From an optimization exercise on the open Yosys and OpenROAD flow, aimed at small area, a short achievable clock period and few clock cycles per item; shortcuts taken in it are not production practice. Function was checked by simulation only, so behaviour that the tests miss may differ from the original. Power figures rest on the tool's default switching activity, not on a simulated workload.

## flow/design.v (module list and top-level ports; edited modules follow where they fit)
// module mult_16x16: 2259 lines
module mult_16x16 (
  input  logic        clk,
  input  logic        rst_n,
  input  logic        in_valid,
  output logic        in_ready,
  input  logic [15:0] in_a,
  input  logic [15:0] in_b,
  output logic        out_valid,
  input  logic        out_ready,
  output logic [31:0] out_product
);
  // ...
==> flow/flow/run.sh <==
#!/bin/bash
# Own flow: the standard layout (standard.sh), with Yosys's synth run with -noabc so the
# pre-mapping "abc -fast" pass does not run before ORFS extracts full/half adders (it leaves
# the adders with inverted polarity and an inverter on most adder-to-adder nets). The rest of
# synthesis (-nofsm -noshare via synth_recipe.tcl, flatten, rename) and every later step are the
# standard ones. Each tool's output goes to a log file in the work folder.
set -euo pipefail
extra=()
if [[ -f flow/extra.mk ]]; then
  while read -r line; do [[ -n "$line" && "$line" != \#* ]] && extra+=("$line"); done < flow/extra.mk
fi
bash standard.sh SYNTH_ARGS=-noabc "${extra[@]}" finish > standard_flow.log 2>&1
==> flow/flow/extra.mk <==
BUFFER_PORTS_ARGS=-buffer_cell sky130_fd_sc_hd__buf_2
==> flow/standard.sh <==
#!/bin/bash
# synth_recipe.tcl (not shown) runs the flow's synth.tcl, then flattens the netlist and writes it again
# the make line also repeats each setting of config.mk as NAME=value (left out here)
make -C /OpenROAD-flow-scripts/flow DESIGN_CONFIG=/design/flow/config.mk WORK_HOME=/design/flow/orfs CLKGATE_MAP_FILE= SYNTH_SCRIPT=/design/flow/synth_recipe.tcl "${@:-finish}"
==> flow/config.mk <==
export PLATFORM = sky130hd
export DESIGN_NAME = mult_16x16
export DESIGN_NICKNAME = mult_16x16
export VERILOG_FILES = /design/flow/design.v
export SDC_FILE = /design/flow/constraint.sdc
export NUM_CORES = 4
export LEC_CHECK = 0
export CAP_MARGIN = 20
export CORE_MARGIN = 2
export CORE_UTILIZATION = 70
export CTS_BUF_LIST = sky130_fd_sc_hd__clkbuf_4 sky130_fd_sc_hd__clkbuf_8
export SETUP_SLACK_MARGIN = 1.7
export SLEW_MARGIN = 20
==> flow/constraint.sdc <==
create_clock -name core_clock -period 4.0 [get_ports {clk}]
set_input_delay 0.8000 -clock core_clock [delete_from_list [all_inputs] [get_ports {clk}]]
set_output_delay 0.8000 -clock core_clock [all_outputs]
set_load 0.01 [all_outputs]
==> metrics.log, run 1 <==
INFO  metric grt_max_degree = 68
INFO  metric synthesis.yosys.warnings = 1
INFO  metric pwr-share-clk = 14.5%
INFO  metric status = timing/DRC/antenna clean
INFO  metric p_sw = 3.34 mW
INFO  metric worstReg2RegStart = c486_q1
INFO  metric global_route.usage.met1 = 42.4%
INFO  metric critical_path.startpoint = c486_q1
INFO  metric first_global_vias = 7779
INFO  metric drtPass1Iterations = 5
INFO  metric synth-seq-area-share = 44.4%
INFO  metric final.hold.worst_slack = 0.427 ns
INFO  metric registers.top_by_ff_count = v
INFO  metric finalNetCount = 1191
INFO  metric num-fill-cells = 981
INFO  metric combinational_power = 4.30 mW
INFO  metric yosys.cell_count.top_type = sky130_fd_sc_hd__and2_1
INFO  metric holdCritStartpoint = y919_q2
INFO  metric rsz0062_at_grt = yes
INFO  metric postCtsHoldBufs = 0
INFO  metric worst-r2r-cell-count = 5
INFO  metric grt_overflow_total = 0
INFO  metric clk_share = 2.93%
INFO  metric critical_path.startpoint_type = register
INFO  metric leakagePower = 5.96 nW
INFO  metric multi_input_area_share = 51.6%
INFO  metric synth_flop_cell = sky130_fd_sc_hd__edfxtp_1
INFO  metric placement_rows = 50
INFO  metric start_util = 71.0%
INFO  metric post_synth_and_or_nand_nor_area_fraction = 13.9%
INFO  metric clock_skew = 0.0219 ns
INFO  metric multiInputGateArea = 7710 um2
INFO  metric destination_of_the_critical_timing_path = h745_q2
INFO  metric max_stage_delay = 0.55 ns
INFO  metric synthTopCellsByCount = sky130_fd_sc_hd__and2_1 (256), sky130_fd_sc_hd__fa_1 (197), sky130_fd_sc_hd__edfxtp_1 (193), sky130_fd_sc_hd__ha_1 (45), sky130_fd_sc_hd__clkbuf_1 (33)
INFO  metric finish.cell_count_without_fillers = 1161
INFO  metric tapCellCount = 234
INFO  metric vias_per_cell = 6.05
INFO  metric seq_cell_count = 196
INFO  metric die_width = 141 um
INFO  metric postSynthNetCount = 1159
INFO  metric pwr-share-comb = 45.9%
INFO  metric netlist_top_cells_area = sky130_fd_sc_hd__edfxtp_1 (44%), sky130_fd_sc_hd__fa_1 (30%), sky130_fd_sc_hd__and2_1 (12%)
Testbench counts, summed over its fixed seeds: cycles 32,024, items 32,000.
==> run 2, diff against run 1 <==
--- a/flow/config.mk
+++ b/flow/config.mk
@@ -9,5 +9,5 @@
 export CORE_MARGIN = 2
 export CORE_UTILIZATION = 70
 export CTS_BUF_LIST = sky130_fd_sc_hd__clkbuf_4 sky130_fd_sc_hd__clkbuf_8
-export SETUP_SLACK_MARGIN = 1.7
+export SETUP_SLACK_MARGIN = 1.6
 export SLEW_MARGIN = 20
==> run 2 against run 1 <==
  * Still clean
  * Register-to-register slack about the same
  * Die area stayed put
  * Sequential share of layout area grew 0.90 points
  * Global-route usage decreased by 0.86 points
  * First-iteration DRC count up 7.4%
  * Maximum frequency grew 0.57%
  * Clock skew down 0.0038 ns
  * Utilization down 1.8 points
  * Critical path depth fell by 1
  * Combinational power down 9.3%
==> metrics.log, run 2 <==
INFO  metric antenna_cells = 0
INFO  metric finish.cell_count_without_fillers = 1160 (-0.086%)
INFO  metric netlist_top_cells_area = sky130_fd_sc_hd__edfxtp_1 (44%), sky130_fd_sc_hd__fa_1 (30%), sky130_fd_sc_hd__and2_1 (12%)
INFO  metric cpMaxStageDelayCell = sky130_fd_sc_hd__fa_2
INFO  metric clk_latency = 0.46 ns
INFO  metric registers.top_by_ff_count = v
INFO  metric synth.cell_area = 13200 um2
INFO  metric postSynthNetCount = 1159 (unchanged)
INFO  metric vias_per_cell = 5.96 (-1.5%)
INFO  metric slew_of_the_pin_with_the_lowest_slew_margin = 0.678 ns
INFO  metric finalNetCount = 1191 (unchanged)
INFO  metric drtPass1Iterations = 5 (unchanged)
INFO  metric all_layer_gr_usage = 29.4%
INFO  metric max_cap_viol_count = 0
INFO  metric yosys_register_bits = 196
INFO  metric port-buffer-count = 69
INFO  metric worstReg2RegStart = s511_q1
INFO  metric number_of_pins_exceeding_their_max_slew_limit_in_the_final_report = 0
INFO  metric grt_max_degree = 54 (-21%)
INFO  metric cellPowerDensity = 606 nW/um2
INFO  metric finalCritPeriodShare = 63.6%
INFO  metric synthTopCellsByCount = sky130_fd_sc_hd__and2_1 (256), sky130_fd_sc_hd__fa_1 (197), sky130_fd_sc_hd__edfxtp_1 (193), sky130_fd_sc_hd__ha_1 (45), sky130_fd_sc_hd__clkbuf_1 (33)
INFO  metric critical_path.startpoint = s511_q1
INFO  metric setup_viol = 0
INFO  metric finalCoreUtilization = 78.6%
INFO  metric status = timing/DRC/antenna clean
INFO  metric synth_largest_type_area_fraction = 44.0%
INFO  metric grt_overflow_total = 0 (unchanged)
INFO  metric peakVddDrop = 290 uV
INFO  metric layout_common_cells = sky130_fd_sc_hd__and2_1 (202), sky130_fd_sc_hd__edfxtp_1 (193), sky130_fd_sc_hd__fa_2 (112), sky130_fd_sc_hd__fa_1 (85), sky130_fd_sc_hd__and2_4 (54)
INFO  metric synth_enable_flop_cells = 193
INFO  metric initial_antenna_violation_count = 0
INFO  metric total_die_area = 20000 um2
INFO  metric max_stage_delay = 0.58 ns (+0.03 ns)
INFO  metric cts_tree = yes
INFO  metric core_area = 18600 um2
INFO  metric number_of_flip_flops_in_the_largest_register = 3
INFO  metric areaGrowthSynthToFinish = 10.8%
INFO  metric worst_slew_margin_rel = 54.8%
INFO  metric die_width = 141 um (unchanged)
INFO  metric clock_sinks = 196
INFO  metric final_period_minus_worst_setup_slack = 2.54 ns
INFO  metric worst-r2r-cell-count = 4 (-1)
INFO  metric finalWeightedCongestion = 0.935
INFO  metric leakagePower = 5.88 nW (-1.3%)
INFO  metric hp-class = register to register
INFO  metric cts_max_level = 4
INFO  metric synthesis.yosys.warnings = 1 (unchanged)
INFO  metric path_common_cell = sky130_fd_sc_hd__fa_2
INFO  metric highest_clock_frequency_the_design_can_meet = 0.393 GHz
INFO  metric clk_root_buffer_cell = sky130_fd_sc_hd__clkbuf_8
INFO  metric start_util = 71.0% (unchanged)
INFO  metric placement_rows = 50 (unchanged)
INFO  metric place_hpwl = 19500 um
INFO  metric final_layout_size_suffix_gt1_share = 33.6%
INFO  metric synth_cell_types = 43
INFO  metric first_global_vias = 7514 (-3.4%)
INFO  metric rsz0062_at_grt = yes
INFO  metric place_ws = 1.03 ns
INFO  metric placed_cells = 1121
INFO  metric finalSetupTns = 0 ns
INFO  metric syn_inst = 881
INFO  metric synthArstFlopShare = 0%
INFO  metric destination_of_the_critical_timing_path = s551_q2
INFO  metric cts-root-to-sink-buffers = 2
INFO  metric worst-endpoint-arrival = 2.75 ns
INFO  metric drtAntennaViolNets = 0
INFO  metric synth_flop_cell = sky130_fd_sc_hd__edfxtp_1
INFO  metric endpoint_type_of_the_worst_setup_path = register
INFO  metric worst_case_setup_margin_in_the_final_layout = 1.46 ns
INFO  metric synth.largest_area_cell = sky130_fd_sc_hd__edfxtp_1
INFO  metric totalWireLength = 27100 um
INFO  metric design.portCount = 70
INFO  metric avgRoutedWirePerCell = 23.4 um
INFO  metric num_vias = 6914
INFO  metric mostFrequentLayoutCell = sky130_fd_sc_hd__and2_1
INFO  metric final_hold_viol_count = 0
INFO  metric path_class = register to register
INFO  metric worstPathCellList = fa_2, fa_2, fa_2, fa_2
INFO  metric critical_path.startpoint_type = register
INFO  metric num-fill-cells = 1048 (+6.8%)
INFO  metric clock_skew = 0.0181 ns (-0.00381 ns)
INFO  metric yosys.cell_count.top_type = sky130_fd_sc_hd__and2_1
INFO  metric grt_first_pass_wirelength = 42800 um
INFO  metric crit_fanout = 1
INFO  metric drc_errors = 0
INFO  metric postCtsHoldBufs = 0 (unchanged)
INFO  metric cp.required = 4.21 ns
INFO  metric synth_area_per_cell = 15.0 um2
INFO  metric setup.reg_to_reg.worst_slack = 1.46 ns
INFO  metric totalPowerFinal = 8.85 mW
INFO  metric first_iter_violations = 569
INFO  metric cts_inserted_buffers = 17
INFO  metric synth-seq-area-share = 44.4% (unchanged)
INFO  metric worstReg2RegEnd = s551_q2
INFO  metric clock_slew_seen_by_the_registers_of_the_worst_setup_and_hold_paths = 0.10 ns
INFO  metric die_h = 141 um
## run 2: cell types whose count changed in the layout (fill, tap and decap cells not counted), moves of 7 or more
cell | previous run | this run
sky130_fd_sc_hd__buf_6 | 32 | 0
sky130_fd_sc_hd__ha_1 | 23 | 31
sky130_fd_sc_hd__buf_4 | 9 | 33
sky130_fd_sc_hd__fa_2 | 120 | 112
sky130_fd_sc_hd__and2_1 | 189 | 202
sky130_fd_sc_hd__fa_1 | 77 | 85
sky130_fd_sc_hd__clkbuf_4 | 0 | 7
sky130_fd_sc_hd__and2_4 | 67 | 54
sky130_fd_sc_hd__ha_4 | 15 | 8
## run 2: logic make-up after synthesis
family                   count (synthesis)  synth area share (%)
AND/OR/NAND/NOR                        299                  13.9
flip-flops                             196                  44.4
XOR/XNOR                                25                  1.66
AO/OA/AOI/OAI                           45                  2.75
buffers and inverters                   73                  2.99
adder cells (fa/ha/maj)                243                  34.3
## run 2: area by class of cell
type	count	area, um2	share of cell area [%]
Timing Repair Buffer	77	483	3.31
Tap cell	234	293	2.00
Clock buffer	18	241	1.65
Sequential cell	196	5860	40.1
Multi-Input combinational cell	613	7540	51.6
Clock inverter	14	165	1.13
Inverter	8	30.0	0.206
## run 2: per-stage QoR
stage | cell area [um2] | hold slack (ns)
after floorplan | 13900 | 0.400
after global placement | 13900 | 0.402
after detailed placement | 13900 | 0.405
after CTS | 14400 | 0.429
after global routing | 14600 | 0.446
final | 14600 | 0.427
## run 2: critical path, delay by kind of cell (launching register included)
| kind | cells | cell delay, ns |
|---|---|---|
| flops | 1 | 0.43 |
| fa+ha+maj | 4 | 1.88 |
## run 2: worst min-delay path by stage
stage                     startpoint  endpoint  cells after the start
after floorplan              c706_q1   c706_q2                      0
after global placement       y923_q2   y923_q3                      0
after detailed placement     y927_q2   y927_q3                      0
after CTS                    y922_q2   y922_q3                      0
after global routing         pp33_q2   pp33_q3                      0
final                        y922_q2   y922_q3                      0
## run 2: routing by layer
layer	vias to the layer above	wire length, um	GRT usage [%]
met5	-	0	0
met4	0	304	6.68
met3	24	2110	5.94
met2	269	12600	44.4
met1	3635	12100	45.6
li1	2986	-	-
## run 2: repair_timing
| action | in CTS | in global routing |
|---|---|---|
| gates resized for setup | 27 | 38 |
| endpoints found under the setup margin | 28 | 36 |
| pin swaps | 11 | 8 |
| cloned | 1 | 0 |
| buffers inserted | 1 | 5 |
## run 2: power breakdown
| part | leakage [nW] | switching (mW) | total, mW | internal (mW) |
|---|---|---|---|---|
| logic | 3.53 | 1.99 | 3.90 | 1.91 |
| registers | 2.15 | 0.343 | 3.67 | 3.32 |
| clock network | 0.197 | 0.757 | 1.29 | 0.532 |
==> run 3, diff against run 2 <==
--- a/flow/config.mk
+++ b/flow/config.mk
@@ -9,5 +9,6 @@
 export CORE_MARGIN = 2
 export CORE_UTILIZATION = 70
 export CTS_BUF_LIST = sky130_fd_sc_hd__clkbuf_4 sky130_fd_sc_hd__clkbuf_8
+export GPL_ROUTABILITY_DRIVEN = 0
 export SETUP_SLACK_MARGIN = 1.6
 export SLEW_MARGIN = 20
==> run 3 against run 2 <==
  * Largest power group unchanged
  * Total power is 0.40% lower
  * Utilization is 0.20 points lower
  * Flip-flop and latch count stayed put
  * Critical endpoint is now h745_q2
  * Die area stayed put
  * Critical path depth is 1 higher
  * Global-route usage is 0.45 points lower
  * Via count is 0.35% higher
  * Synthesized area stayed put
  * Synthesized cell count stayed put
  * Sequential share of layout area is 0.10 points higher
  * Worst hold slack better by 0.00070 ns
  * Register-to-register slack worse by 0.03 ns
==> metrics.log, run 3 <==
INFO  metric status = timing/DRC/antenna clean
INFO  metric worst_path_buf_inv = 0 (unchanged)
INFO  metric synth-seq-area-share = 44.4% (unchanged)
INFO  metric fin_area = 14600 um2 (-0.26%)
INFO  metric path_common_cell = sky130_fd_sc_hd__fa_2
INFO  metric max_stage_delay = 0.49 ns (-0.09 ns)
INFO  metric finalSetupTns = 0 ns (unchanged)
INFO  metric grt_max_degree = 65 (+20%)
INFO  metric synth_cell_types = 43 (unchanged)
INFO  metric synth.cell_area = 13200 um2 (unchanged)
INFO  metric initial_antenna_violation_count = 0 (unchanged)
INFO  metric yosys.cell_count.top_type = sky130_fd_sc_hd__and2_1
INFO  metric total_die_area = 20000 um2 (unchanged)
INFO  metric first_global_vias = 7611 (+1.3%)
INFO  metric cts_inserted_buffers = 17 (unchanged)
INFO  metric seq_area = 5860 um2 (unchanged)
INFO  metric vias_per_cell = 6.00 (+0.69%)
INFO  metric grt_overflow_total = 0 (unchanged)
INFO  metric final_layout_size_suffix_gt1_share = 33.2% (-0.40 points)
INFO  metric cts_tree = yes
INFO  metric synth.largest_area_cell = sky130_fd_sc_hd__edfxtp_1
INFO  metric hp-class = register to register
INFO  metric place_ws = 1.04 ns (+0.00790 ns)
INFO  metric place_hpwl = 19500 um (+0.21%)
INFO  metric totalWireLength = 27000 um (-0.33%)
INFO  metric final_hold_viol_count = 0 (unchanged)
INFO  metric start_util = 71.0% (unchanged)
INFO  metric mostFrequentLayoutCell = sky130_fd_sc_hd__and2_1
INFO  metric antenna_cells = 0 (unchanged)
INFO  metric cts-root-to-sink-buffers = 2 (unchanged)
INFO  metric number_of_flip_flops_in_the_largest_register = 3 (unchanged)
INFO  metric leakagePower = 5.86 nW (-0.43%)
INFO  metric areaGrowthSynthToFinish = 10.5%
INFO  metric die_h = 141 um (unchanged)
INFO  metric port-buffer-count = 69 (unchanged)
INFO  metric setup_viol = 0 (unchanged)
INFO  metric drtAntennaViolNets = 0 (unchanged)
INFO  metric cellPowerDensity = 605 nW/um2 (-0.15%)
INFO  metric synth_flop_cell = sky130_fd_sc_hd__edfxtp_1
INFO  metric layout_common_cells = sky130_fd_sc_hd__and2_1 (203), sky130_fd_sc_hd__edfxtp_1 (193), sky130_fd_sc_hd__fa_2 (111), sky130_fd_sc_hd__fa_1 (86), sky130_fd_sc_hd__and2_4 (53)
INFO  metric synthArstFlopShare = 0% (unchanged)
INFO  metric synthTopCellsByCount = sky130_fd_sc_hd__and2_1 (256), sky130_fd_sc_hd__fa_1 (197), sky130_fd_sc_hd__edfxtp_1 (193), sky130_fd_sc_hd__ha_1 (45), sky130_fd_sc_hd__clkbuf_1 (33)
INFO  metric yosys_register_bits = 196 (unchanged)
INFO  metric max_cap_viol_count = 0 (unchanged)
INFO  metric first_iter_violations = 610 (+7.2%)
INFO  metric clock_slew_seen_by_the_registers_of_the_worst_setup_and_hold_paths = 0.10 ns (about the same)
INFO  metric endpoint_type_of_the_worst_setup_path = register
INFO  metric registers.top_by_ff_count = v
INFO  metric cpMaxStageDelayCell = sky130_fd_sc_hd__fa_1
INFO  metric finalCritPeriodShare = 64.2% (+0.64 points)
INFO  metric clock_skew = 0.0175 ns (-0.000573 ns)
INFO  metric crit_fanout = 1 (unchanged)
INFO  metric worst_slew_margin_rel = 46.8% (-7.9 points)
INFO  metric final_period_minus_worst_setup_slack = 2.57 ns (+0.0256 ns)
INFO  metric syn_inst = 881 (unchanged)
INFO  metric clock_sinks = 196 (unchanged)
INFO  metric all_layer_gr_usage = 28.9% (-0.45 points)
INFO  metric cts_max_level = 4 (unchanged)
INFO  metric placed_cell_area = 13900 um2 (unchanged)
INFO  metric synth_largest_type_area_fraction = 44.0% (unchanged)
INFO  metric clk_root_buffer_cell = sky130_fd_sc_hd__clkbuf_8
INFO  metric placement_rows = 50 (unchanged)
INFO  metric rsz0062_at_grt = yes
INFO  metric design.portCount = 70 (unchanged)
INFO  metric core_area = 18600 um2 (unchanged)
INFO  metric postSynthNetCount = 1159 (unchanged)
INFO  metric drc_errors = 0 (unchanged)
INFO  metric num-fill-cells = 1032 (-1.5%)
INFO  metric highest_clock_frequency_the_design_can_meet = 0.389 GHz (-1.0%)
INFO  metric worst_case_setup_margin_in_the_final_layout = 1.43 ns (-0.0256 ns)
INFO  metric critical-path-top-delay-family = adder cells
INFO  metric synth_area_per_cell = 15.0 um2 (unchanged)
INFO  metric grt_first_pass_wirelength = 41900 um (-2.0%)
INFO  metric critical_path.startpoint_type = register
INFO  metric worst-endpoint-arrival = 2.79 ns (+0.04 ns)
INFO  metric synth_enable_flop_cells = 193 (unchanged)
INFO  metric multiInputGateArea = 7540 um2 (about the same)
INFO  metric worstPathCellList = fa_2, fa_2, fa_2, fa_1, ha_1
INFO  metric synthesis.yosys.warnings = 1 (unchanged)
INFO  metric die_width = 141 um (unchanged)
INFO  metric drtPass1Iterations = 6 (+1)
INFO  metric finalNetCount = 1187 (-0.34%)
INFO  metric peakVddDrop = 266 uV (-8.5%)
INFO  metric cp.required = 4.22 ns (about the same)
INFO  metric clk_latency = 0.47 ns (about the same)
INFO  metric netlist_top_cells_area = sky130_fd_sc_hd__edfxtp_1 (44%), sky130_fd_sc_hd__fa_1 (30%), sky130_fd_sc_hd__and2_1 (12%)
INFO  metric number_of_pins_exceeding_their_max_slew_limit_in_the_final_report = 0 (unchanged)
INFO  metric slew_of_the_pin_with_the_lowest_slew_margin = 0.797 ns (+0.119 ns)
INFO  metric avgRoutedWirePerCell = 23.4 um (about the same)
INFO  metric num_vias = 6938 (+0.35%)
INFO  metric path_class = register to register
[run 3: where the power goes]
| part | internal [mW] | total (mW) | switching, mW |
|---|---|---|---|
| Sequential | 3.32 | 3.67 | 0.342 |
| Combinational | 1.90 | 3.88 | 1.98 |
| Clock | 0.522 | 1.27 | 0.752 |
| Total | 5.74 | 8.82 | 3.08 |
[run 3: per-layer routing]
layer	GRT usage, %	wire length [um]
met5	0	0
met4	7.68	314
met3	10.4	2600
met2	43.6	12700
met1	41.2	11400
[run 3: cell families (layout without fill, tap and decap cells)]
| logic type | after synthesis | in the layout | synth area share, % |
|---|---|---|---|
| XOR/XNOR | 25 | 25 | 1.66 |
| buffers and inverters | 73 | 114 | 2.99 |
| flip-flops | 196 | 196 | 44.4 |
| AND/OR/NAND/NOR | 299 | 299 | 13.9 |
| AO/OA/AOI/OAI | 45 | 45 | 2.75 |
| adder cells (fa/ha/maj) | 243 | 243 | 34.3 |
[run 3: final timing paths]
path | start | end | slack [ns] | depth (start not counted)
max | c486_q1 | h745_q2 | 1.43 | 5
min | y925_q2 | y925_q3 | 0.43 | 0
min reg2reg | y925_q2 | y925_q3 | 0.43 | 0
max reg2reg | c486_q1 | h745_q2 | 1.43 | 5
[run 3: what timing repair did]
item	4_1_cts	5_1_grt
setup endpoints to repair	24	31
gates cloned	0	0
hold buffers	0	0
buffers inserted	1	2
resized for setup	32	21
pin swaps	16	18
[run 3: through the flow]
stage	hold slack (ns)	utilization [%]	instances	power, mW
floorplan	0.400	-	881	6.22
global placement	0.402	74.9	1121	6.92
detailed placement	0.409	74.9	1121	7.21
CTS	0.435	77.7	1154	8.60
global route	0.442	78.4	1156	9.43
finish	0.428	78.4	1156	8.82
[run 3: final cells by class]
class | instances | area share (%)
multi-input cells | 612 | 51.7
flip-flops and latches | 196 | 40.2
repair buffers | 74 | 3.14
well taps | 234 | 2.01
clock buffers | 17 | 1.61
clock inverters | 15 | 1.14
inverters | 8 | 0.206
==> run 4, diff against run 3 <==
==> flow/flow/run.sh (replaced) <==
#!/bin/bash
set -euo pipefail
extra=()
if [[ -f flow/extra.mk ]]; then
  while read -r line; do [[ -n "$line" && "$line" != \#* ]] && extra+=("$line"); done < flow/extra.mk
fi
res=orfs/results/${FLOW_PLATFORM:-sky130hd}/mult_16x16/base
bash standard.sh SYNTH_ARGS=-noabc "${extra[@]}" synth > synth_flow.log 2>&1
cp $res/1_2_yosys.v synth_netlist.v
cp synth_netlist.v nor_netlist.v
python3 flow/nor_pp.py nor_netlist.v > nor_pp.log 2>&1
cat > nor_equiv.ys <<EOY
read_liberty -ignore_miss_func $FLOW_HOME/platforms/sky130hd/lib/sky130_fd_sc_hd__tt_025C_1v80.lib
read_verilog synth_netlist.v
rename $FLOW_TOP gold
read_verilog nor_netlist.v
rename $FLOW_TOP gate
flatten
opt_clean -purge
equiv_make gold gate eq
hierarchy -top eq
equiv_simple -seq 2
equiv_induct -seq 2
equiv_status -assert
EOY
if yosys -q nor_equiv.ys > nor_equiv.log 2>&1; then
  echo "equivalent: using nor_netlist.v" >> nor_pp.log
  cp nor_netlist.v $res/1_2_yosys.v
  rm -f $res/1_synth.odb $res/1_synth.sdc
  bash standard.sh SYNTH_ARGS=-noabc "${extra[@]}" synth > synth_odb_flow.log 2>&1
else
  echo "not proven equivalent: keeping the synthesized netlist" >> nor_pp.log
fi
bash standard.sh SYNTH_ARGS=-noabc "${extra[@]}" finish > standard_flow.log 2>&1
==> flow/flow/nor_pp.py (new file) <==
#!/usr/bin/env python3
"""Rewrite the synthesized netlist so each partial product in_a[i] & in_b[j] is a nor2 of the
inverted operands (one inverter per operand bit) instead of an and2: the same function, with a
smaller and faster cell per product.  Buffers that only fed rewritten and2s are dropped.
usage: nor_pp.py NETLIST (rewritten in place)"""
import re, sys

path = sys.argv[1]
txt = open(path).read()
cell_re = re.compile(r'^(\s*)(sky130_fd_sc_hd__\w+)\s+(\S+)\s*\((.*?)\);\n', re.S | re.M)
pin_re = re.compile(r'\.(\w+)\(\s*(.*?)\s*\)(?=\s*,|\s*$)', re.S)

cells = []
for m in cell_re.finditer(txt):
    pins = dict((p, n.strip()) for p, n in pin_re.findall(m.group(4)))
    cells.append(dict(start=m.start(), end=m.end(), typ=m.group(2), name=m.group(3), pins=pins,
                      indent=m.group(1)))

def is_buf(t):
    return re.match(r'sky130_fd_sc_hd__(clk)?buf_\d+$', t) is not None

pi_re = re.compile(r'^(in_a|in_b)\[(\d+)\]$')
# net -> PI bit, through buffers
src = {}
for c in cells:
    if is_buf(c['typ']):
        pass
changed = True
bufs = [c for c in cells if is_buf(c['typ'])]
def resolve(n):
    if pi_re.match(n):
        return n
    return src.get(n)
while changed:
    changed = False
    for c in bufs:
        o = c['pins'].get('X')
        if o in src:
            continue
        r = resolve(c['pins'].get('A', ''))
        if r:
            src[o] = r
            changed = True

loads = {}
for c in cells:
    for p, n in c['pins'].items():
        if p not in ('X', 'Y', 'Q', 'SUM', 'COUT', 'HI', 'LO'):
            loads.setdefault(n, []).append(c)

invs = {}
def inv_of(pi):
    m = pi_re.match(pi)
    nm = f'norpp_n{m.group(1)[-1]}{m.group(2)}'
    invs[pi] = nm
    return nm

rewritten = 0
for c in cells:
    if not re.match(r'sky130_fd_sc_hd__and2_\d+$', c['typ']):
        continue
    a = resolve(c['pins']['A'])
    b = resolve(c['pins']['B'])
    if not a or not b:
        continue
    c['new'] = (f"{c['indent']}sky130_fd_sc_hd__nor2_1 {c['name']} (\n"
                f"    .A({inv_of(a)}),\n    .B({inv_of(b)}),\n    .Y({c['pins']['X']})\n  );\n")
    c['dropped_inputs'] = [c['pins']['A'], c['pins']['B']]
    rewritten += 1

# drop buffers left without loads (repeat through chains)
def live_loads(n):
    return [l for l in loads.get(n, []) if 'new' not in l and not l.get('drop')]
port_re = re.compile(r'^\s*output\b.*?;', re.M)
outputs = set()
for m in re.finditer(r'^\s*output\s+(\[[^\]]*\]\s*)?([^;]+);', txt, re.M):
    for n in m.group(2).split(','):
        outputs.add(n.strip())
changed = True
dropped = 0
while changed:
    changed = False
    for c in bufs:
        if c.get('drop'):
            continue
        o = c['pins']['X']
        base = re.sub(r'\[\d+\]$', '', o)
        if o in outputs or base in outputs:
            continue
        if not live_loads(o):
            c['drop'] = True
            dropped += 1
            changed = True

out = []
pos = 0
first = None
for c in cells:
    out.append(txt[pos:c['start']])
    if first is None:
        first = len(out)
    if 'new' in c:
        out.append(c['new'])
    elif c.get('drop'):
        pass
    else:
        out.append(txt[c['start']:c['end']])
    pos = c['end']
out.append(txt[pos:])
decl = ''.join(f'  wire {n};\n' for n in sorted(invs.values()))
inst = ''.join(f'  sky130_fd_sc_hd__inv_1 {n}_inv (\n    .A({pi}),\n    .Y({n})\n  );\n'
               for pi, n in sorted(invs.items()))
out.insert(first, decl + inst)
open(path, 'w').write(''.join(out))
print(f'nor_pp: {rewritten} and2 -> nor2, {len(invs)} inverters, {dropped} buffers dropped')
--- a/flow/config.mk
+++ b/flow/config.mk
@@ -9,6 +9,5 @@
 export CORE_MARGIN = 2
 export CORE_UTILIZATION = 70
 export CTS_BUF_LIST = sky130_fd_sc_hd__clkbuf_4 sky130_fd_sc_hd__clkbuf_8
-export GPL_ROUTABILITY_DRIVEN = 0
 export SETUP_SLACK_MARGIN = 1.6
 export SLEW_MARGIN = 20
removed: flow/flow/extra.mk
==> run 4 against run 3 <==
  * The flow now stops in 5_1_grt
  * Synthesized area is 4.9% lower
  * Synthesized cell count stayed put
==> metrics.log, run 4 <==
INFO  metric port-buffer-count = 69 (unchanged)
INFO  metric postCtsHoldBufs = 0 (unchanged)
INFO  metric stop_error = [ERROR DPL-0038] Utilization greater than 100%, impossible to legalize
INFO  metric start_util = 72.0% (+1.1 points)
INFO  metric cts-root-to-sink-buffers = 2 (unchanged)
INFO  metric placed_cells = 1151 (+2.7%)
INFO  metric synth_area_per_cell = 14.2 um2 (-4.9%)
INFO  metric cts_inserted_buffers = 17 (unchanged)
INFO  metric placement_rows = 48 (-4.0%)
INFO  metric syn_inst = 881 (unchanged)
INFO  metric failing_step = 5_1_grt
INFO  metric place_hpwl = 21200 um (+8.6%)
INFO  metric finalWeightedCongestion = 0.870
INFO  metric grt_worst_setup_endpoint = h745_q2$_DFFE_PP_/D
INFO  metric postSynthNetCount = 1159 (unchanged)
INFO  metric synthesis.yosys.warnings = 1 (unchanged)
INFO  metric status = aborted with a tool error
INFO  metric timing.worst_endpoint.kind = sequential cell input
INFO  metric clk_root_buffer_cell = sky130_fd_sc_hd__clkbuf_8
INFO  metric design.portCount = 70 (unchanged)
INFO  metric die_h = 138 um (-2.4%)
INFO  metric cts_max_level = 4 (unchanged)
INFO  metric synth.cell_area = 12500 um2 (-4.9%)
INFO  metric place_ws = 0.378 ns (-0.657 ns)
INFO  metric grt_max_degree = 110
INFO  metric die_width = 138 um (-2.4%)
[run 4: worst min path at each step]
stage	depth (start not counted)	end	slack, ns	startpoint
after floorplan	0	c706_q2	0.40	c706_q1
after global placement	0	y922_q3	0.40	y922_q2
after detailed placement	0	g768_q2	0.40	g768_q1
after CTS	0	c706_q2	0.42	c706_q1
[run 4: what timing repair did]
action / 4_1_cts
setup buffers: 136
gates cloned: 18
pin swaps: 132
resized for setup: 362
endpoints found under the setup margin: 131
[run 4: power groups by stage]
stage / Sequential, mW / Combinational (mW) / Clock (mW)
floorplan: 3.59 / 2.57 / 0
global placement: 3.66 / 3.35 / 0
detailed placement: 3.74 / 3.76 / 0
CTS: 3.73 / 4.61 / 1.25
[run 4: metrics by stage]
step                util (%)  instance area (um2)
floorplan                  -                13000
global placement        79.4                13800
detailed placement      79.4                13800
CTS                     96.5                16800
==> run 5, diff against run 4 <==
--- a/flow/config.mk
+++ b/flow/config.mk
@@ -7,7 +7,7 @@
 export LEC_CHECK = 0
 export CAP_MARGIN = 20
 export CORE_MARGIN = 2
-export CORE_UTILIZATION = 70
+export CORE_UTILIZATION = 60
 export CTS_BUF_LIST = sky130_fd_sc_hd__clkbuf_4 sky130_fd_sc_hd__clkbuf_8
 export SETUP_SLACK_MARGIN = 1.6
 export SLEW_MARGIN = 20
==> run 5 against run 4 <==
  * Now clean on timing, DRC and antenna
  * Synthesized cell count unchanged
  * Synthesized area stayed put
==> metrics.log, run 5 <==
INFO  metric status = timing/DRC/antenna clean
INFO  metric drtPass1Iterations = 6
INFO  metric finalCritPeriodShare = 65.6%
INFO  metric drtAntennaViolNets = 0
INFO  metric postSynthNetCount = 1159 (unchanged)
INFO  metric finalWeightedCongestion = 0.874 (+0.46%)
INFO  metric avgRoutedWirePerCell = 30.2 um
INFO  metric clock_skew = 0.0150 ns
INFO  metric cellPowerDensity = 548 nW/um2
INFO  metric finalSetupTns = 0 ns
INFO  metric cts_tree = yes
INFO  metric totalWireLength = 42000 um
INFO  metric syn_inst = 881 (unchanged)
INFO  metric mostFrequentLayoutCell = sky130_fd_sc_hd__edfxtp_1
INFO  metric vias_per_cell = 6.50
INFO  metric grt_first_pass_wirelength = 57000 um
INFO  metric number_of_flip_flops_in_the_largest_register = 3
INFO  metric highest_clock_frequency_the_design_can_meet = 0.381 GHz
INFO  metric worstReg2RegStart = s367_q1
INFO  metric totalPowerFinal = 9.62 mW
INFO  metric total_die_area = 22100 um2
INFO  metric synthesis.yosys.warnings = 1 (unchanged)
INFO  metric design.portCount = 70 (unchanged)
INFO  metric num_vias = 9051
INFO  metric initial_antenna_violation_count = 2
INFO  metric max_cap_viol_count = 0
INFO  metric finalNetCount = 1386
INFO  metric die_width = 149 um (+7.8%)
INFO  metric die_h = 149 um (+7.8%)
INFO  metric place_hpwl = 19400 um (-8.7%)
INFO  metric timing.hold.worst_path_depth = 0
INFO  metric rsz0062_at_grt = yes
INFO  metric clock_slew_seen_by_the_registers_of_the_worst_setup_and_hold_paths = 0.12 ns
INFO  metric registers.top_by_ff_count = v
INFO  metric setup_viol = 0
INFO  metric worst-r2r-cell-count = 6
INFO  metric cts_max_level = 4 (unchanged)
INFO  metric grt_overflow_total = 0
INFO  metric cts_inserted_buffers = 17 (unchanged)
INFO  metric start_util = 61.6% (-10 points)
INFO  metric placement_rows = 52 (+8.3%)
INFO  metric worst_slew_margin_rel = 58.1%
INFO  metric cts-root-to-sink-buffers = 2 (unchanged)
INFO  metric hp-class = register to register
INFO  metric clk_root_buffer_cell = sky130_fd_sc_hd__clkbuf_8
INFO  metric grt_max_degree = 110
INFO  metric critical_path.startpoint_type = input pin
INFO  metric seq_area = 5860 um2
INFO  metric number_of_pins_exceeding_their_max_slew_limit_in_the_final_report = 0
INFO  metric clk_latency = 0.47 ns
INFO  metric layout_common_cells = sky130_fd_sc_hd__edfxtp_1 (193), sky130_fd_sc_hd__nor2_1 (133), sky130_fd_sc_hd__fa_2 (111), sky130_fd_sc_hd__nor2_4 (94), sky130_fd_sc_hd__fa_1 (86)
INFO  metric holdCritStartpoint = pp33_q1
INFO  metric first_global_vias = 9495
INFO  metric crit_fanout = 7
INFO  metric placed_cell_area = 13900 um2 (+0.28%)
INFO  metric endpoint_type_of_the_worst_setup_path = register
INFO  metric fin_area = 17600 um2
INFO  metric clock_sinks = 196
INFO  metric worst-endpoint-arrival = 2.84 ns
INFO  metric core_area = 20400 um2
INFO  metric areaGrowthSynthToFinish = 39.9%
INFO  metric cp.required = 4.22 ns
INFO  metric synth.cell_area = 12500 um2 (unchanged)
INFO  metric first_iter_violations = 1087
INFO  metric critical_path.startpoint = in_a[3]
INFO  metric all_layer_gr_usage = 36.2%
INFO  metric drc_errors = 0
INFO  metric final_hold_viol_count = 0
INFO  metric num-fill-cells = 815
INFO  metric path_class = input pin to register
INFO  metric port-buffer-count = 69 (unchanged)
INFO  metric final_period_minus_worst_setup_slack = 2.62 ns
INFO  metric peakVddDrop = 323 uV
INFO  metric multiInputGateArea = 7580 um2
INFO  metric final_layout_size_suffix_gt1_share = 48.6%
INFO  metric synth_area_per_cell = 14.2 um2 (unchanged)
INFO  metric leakagePower = 6.89 nW
INFO  metric slew_of_the_pin_with_the_lowest_slew_margin = 0.628 ns
## run 5: power breakdown
group | switching [mW] | internal, mW
registers | 0.363 | 3.33
logic | 2.29 | 2.28
clock network | 0.820 | 0.548
## run 5: what timing repair did
item                                    in CTS  in global routing
setup buffers                              131                 14
hold endpoints to repair                     0                  0
hold buffers                                 0                  0
resized for setup                          361                 91
pin swaps                                  143                 87
endpoints found under the setup margin     121                 71
gates cloned                                22                  0
## run 5: worst paths after layout
kind              to  slack, ns
max reg2reg  y927_q2       1.44
max          s591_q1       1.38
min reg2reg  pp33_q2       0.42
min          pp33_q2       0.42
## run 5: layout make-up
type                       count  area share, %
timing repair inverter         2         0.0855
clock buffer                  17           1.33
inverter                      40           1.54
tap                          270           1.92
antenna                        2         0.0285
sequential                   196           33.4
clock inverter                15           1.14
timing repair buffer         239           17.4
multi-input combinational    612           43.2
## run 5: metal layers
metal  track usage (%)  vias to the layer above  wire, um
met5                 0                        -        46
met4              17.7                        2      3860
met3              10.8                      318      5670
met2              56.6                      866     18400
met1              46.9                     4475     14100
li1                  -                     3390         -
## run 5: stage by stage
| stage | utilization (%) | instances | worst slack [ns] | hold WS, ns |
|---|---|---|---|---|
| after floorplan | - | 881 | 1.27 | 0.400 |
| after global placement | 68.0 | 1191 | 0.413 | 0.402 |
| after detailed placement | 68.1 | 1192 | 0.370 | 0.405 |
| after CTS | 83.7 | 1377 | 1.49 | 0.425 |
| after global routing | 86.2 | 1391 | 1.42 | 0.431 |
| final | 86.2 | 1393 | 1.38 | 0.422 |
## run 5: worst max-delay path, stage by stage
cell                         delay (ns)
sky130_fd_sc_hd__buf_8             0.11
sky130_fd_sc_hd__clkinvlp_4        0.13
sky130_fd_sc_hd__buf_6             0.15
sky130_fd_sc_hd__buf_12            0.16
sky130_fd_sc_hd__nor2_4            0.12
sky130_fd_sc_hd__fa_2              0.48
sky130_fd_sc_hd__fa_2              0.42
sky130_fd_sc_hd__fa_2              0.45

==> port drivers added, routing unchanged <==
How much do the figures lean on ideal ports? The routed layouts below were timed once more, with nothing changed but the port constraints.
Step 1 (the two cells are an assumption about what drives the block):
set clk [get_ports {clk}]
set_driving_cell -lib_cell sky130_fd_sc_hd__clkbuf_16 $clk
set_driving_cell -lib_cell sky130_fd_sc_hd__buf_2 [delete_from_list [all_inputs] $clk]
Step 2 moves the port delays by t, midway between the first and last clock arrival at a register: inputs arrive t later, outputs are due t later. That takes back most of the time a late clock gives input paths.
Three values: ideal ports, drivers, drivers and shift; two values: the first two.
run | t (ns) | slack for setup (ns) | worst setup path after step 2 | latest minus earliest clock arrival (ns) | pins driven straight from the clock port
run 1 | 0.500 | 1.443 / 1.443 / 1.182 | input to register | 0.023 / 0.023 | 1
run 2 | 0.491 | 1.457 / 1.457 / 1.115 | input to register | 0.021 / 0.021 | 1
run 3 | 0.506 | 1.432 / 1.432 / 1.086 | input to register | 0.024 / 0.023 | 1
run 5 | 0.502 | 1.376 / 1.347 / 0.845 | input to register | 0.021 / 0.021 | 1
After both steps every run listed still meets setup and hold. For run 5, which loses most, drivers alone change the setup slack by -0.029 ns; drivers and shift together by -0.531 ns.
